Source: an optimization exercise on an open RTL-to-GDS flow (aim: small area, a short achievable clock period and few clock cycles). Production flows keep margins and buffers that such runs may drop. The RTL was checked by simulation tests, not by an equivalence proof against the original design. Power is estimated from default activity; no workload was simulated.

## v53
Design seq_datapath, start of the top module:
module seq_datapath #(
    parameter int W       = 32,
    parameter int NREGS   = 16,
    parameter bit R0_ZERO = 1'b0,
    localparam int AW     = $clog2(NREGS)
) (
    input  logic          clk,
    input  logic          clr,
    input  logic          start,
    input  logic [3:0]    op,
    input  logic [AW-1:0] ra,
    input  logic [AW-1:0] rb,
    input  logic [AW-1:0] rc,
    input  logic          wr_en,
    input  logic [AW-1:0] wr_addr,
    input  logic [W-1:0]  wr_data,
    input  logic [AW-1:0] rd_addr,
    output logic [W-1:0]  rd_data,
    output logic [W-1:0]  hi,
    output logic [W-1:0]  lo,
    output logic          busy,
    output logic          done,
    output logic          err
);
    logic [W-1:0]   r_regs [NREGS];
    logic [NREGS-1:0] r_valid;
    logic           r_pv;
    logic [AW-1:0]  r_pa;
    logic [W-1:0]   r_pd;
    logic           r_wr_rej;
    logic           w_busy;
    logic           w_acc;
    logic           w_we;
    logic [AW-1:0]  w_waddr;
    logic [W-1:0]   w_wdata;
    logic [NREGS-1:0] w_wen;
    logic           r_ex_we;      
    logic           r_ex_mul;
    logic [AW-1:0]  r_ex_ra;
    logic [W-1:0]   r_a;
    logic [W-1:0]   r_b;
    logic           r_sub;
    logic           r_neg;
    logic           r_inv;
    logic           r_shl;
    logic           r_sra;
    logic [1:0]     r_sel;
    logic           r_ex_v;
    logic           r_ex_ill;
    logic           r_dn_v;
    logic           r_dn_ill;
    logic [2*W-1:0] r_ps;
    logic [2*W-1:0] r_pc;
    logic           r_pm;         
    logic [W-1:0]   r_hi;
    logic [W-1:0]   r_lo;
    logic           r_p2_v;
    logic           r_p2_ill;
    logic [W-1:0]   w_alu_y;
    logic           w_host_wr;
    logic           w_legal;
    logic [W-1:0]   w_rd_b;
    logic [W-1:0]   w_rd_c;
    logic [W-1:0]   w_fwd_b;
    logic [W-1:0]   w_fwd_c;
    logic [2*W-1:0] w_prod_s;
    logic [2*W-1:0] w_prod_c;
    logic [2*W-1:0] w_hilo;
    assign w_busy    = r_pv;
    assign w_acc     = start && !w_busy;
    assign w_host_wr = wr_en && !w_busy && !(R0_ZERO && (wr_addr == '0));
    assign w_legal   = (op <= OP_LAST_LEGAL);
  ...
Size: roughly 7400 cells after synthesis, roughly 840 flip-flops, roughly 160 I/O pins.
clock: 12.0 ns
lec_check: 0
abc_area: 1
cap_margin: 20
core_margin: 2
core_utilization: 50
cts_buf_list: sky130_fd_sc_hd__clkbuf_8
cts_cluster_diameter: 55
cts_cluster_size: 14
place_density: 0.62
setup_slack_margin: 5.0
slew_margin: 20
standard.sh (not shown) runs the stock make flow with config.mk's settings and CLKGATE_MAP_FILE= SYNTH_SCRIPT=/design/flow/synth_recipe.tcl, a recipe that flattens the netlist after the stock synthesis.
==> flow/flow/run.sh <==
#!/bin/bash
# The standard layout, with repair_timing aiming further below the clock period
# and the smallest buffer on the ports (the resizer upsizes where timing needs it).
set -uo pipefail
bash standard.sh SETUP_SLACK_MARGIN=5.5 "BUFFER_PORTS_ARGS=-buffer_cell sky130_fd_sc_hd__buf_1" finish > standard_make.log 2>&1
Testbench counts of v53, summed over its fixed seeds: cycles 3,224.
What v43 does differently from v53 at the input level:
- a change of CORE_UTILIZATION from 50 to 40
- a change of PLACE_DENSITY from 0.62 to 0.55
Results
- Compared with v53, v43 shows a areal power density over the cells that is 3.4% lower.
- v43 vs. v53: shortest clock period the worst path allows after layout has decreased, wire length of the first global-routing pass closely matched the old numbers.
- The worst setup path endpoint comes out rd_data[3] in one run and rd_data[12] in the other, namely in v53 and v43 respectively.
- v43 finished every step from synthesis to the final layout, and the layout passed the timing, DRC and antenna checks.
Input changes introduced in v3 (baseline for comparison: v43):
- a change of CORE_UTILIZATION from 40 to 45
- a change of PLACE_DENSITY from 0.55 to 0.58
- v3 reached the final stage; the timing, DRC and antenna checks on its layout passed.
- When v3 is set beside v43, its maximum number of pins on one net before global-route repair turns out to be 8.9% smaller.
- v43 ended up with rd_data[12] as its worst setup path endpoint; v3 ended up with rd_data[24].
- Overall die area: lower on v3
- Cell depth of the worst setup path in v3 is 2 below v43.
- Combinational share of power across v43 and v3: no real change.
- [compare] base=v43 new=v3: post-synthesis sequential area ratio has remained practically unchanged; core utilization now larger.
What v45 does differently from v3 at the input level:
- SLEW_MARGIN: 20 -> 10
- CAP_MARGIN: 20 -> 10
Results
In summary, v45 completed successfully, with a layout that passed the timing, DRC and antenna checks.
v45 and v3 ended up with roughly the same clock buffer and inverter area fraction after layout.
Leakage dissipation: v45 better than v3
v45 and v3 ended up with nearly the same cell count.
On sequential fraction of total cell area, v45 and v3 are basically level.
Diff v3 -> v45: vias after detailed routing did not really move, design area held steady, overall power consumption fell 0.38%, routing usage on met1 was more or less identical, non-clock buffer count down 3.1%.

re-timing with driven ports:
No port has a modelled driver above. Below, the same layouts with a new extraction and two added sets of constraints. Step 1, drivers: a clkbuf_16 drives clk and a buf_2 each remaining input, both assumed. Step 2 times the ports against the registers' clock, not the clock port: input delays grow and output delays shrink by t, the midpoint of the rising clock arrivals with the driver on. Slacks: no drivers / after step 1 / after step 2; pairs: no drivers / after step 1.
run	t (ns)	slack for setup (ns)	worst hold slack (ns)	worst register clock-pin slew, ns
v53	0.958	5.367 / 5.310 / 5.310	0.345 / 0.345 / 0.345	0.11 / 0.11
v43	0.914	5.426 / 5.376 / 5.376	0.351 / 0.351 / 0.351	0.10 / 0.10
v3	0.956	5.449 / 5.380 / 5.380	0.355 / 0.355 / 0.355	0.10 / 0.10
v45	0.953	5.413 / 5.352 / 5.352	0.351 / 0.351 / 0.351	0.10 / 0.10
After both steps setup and hold are still met in every run listed. The setup slack of v3, which loses most, moves by -0.069 ns with the drivers and by -0.069 ns with both steps.
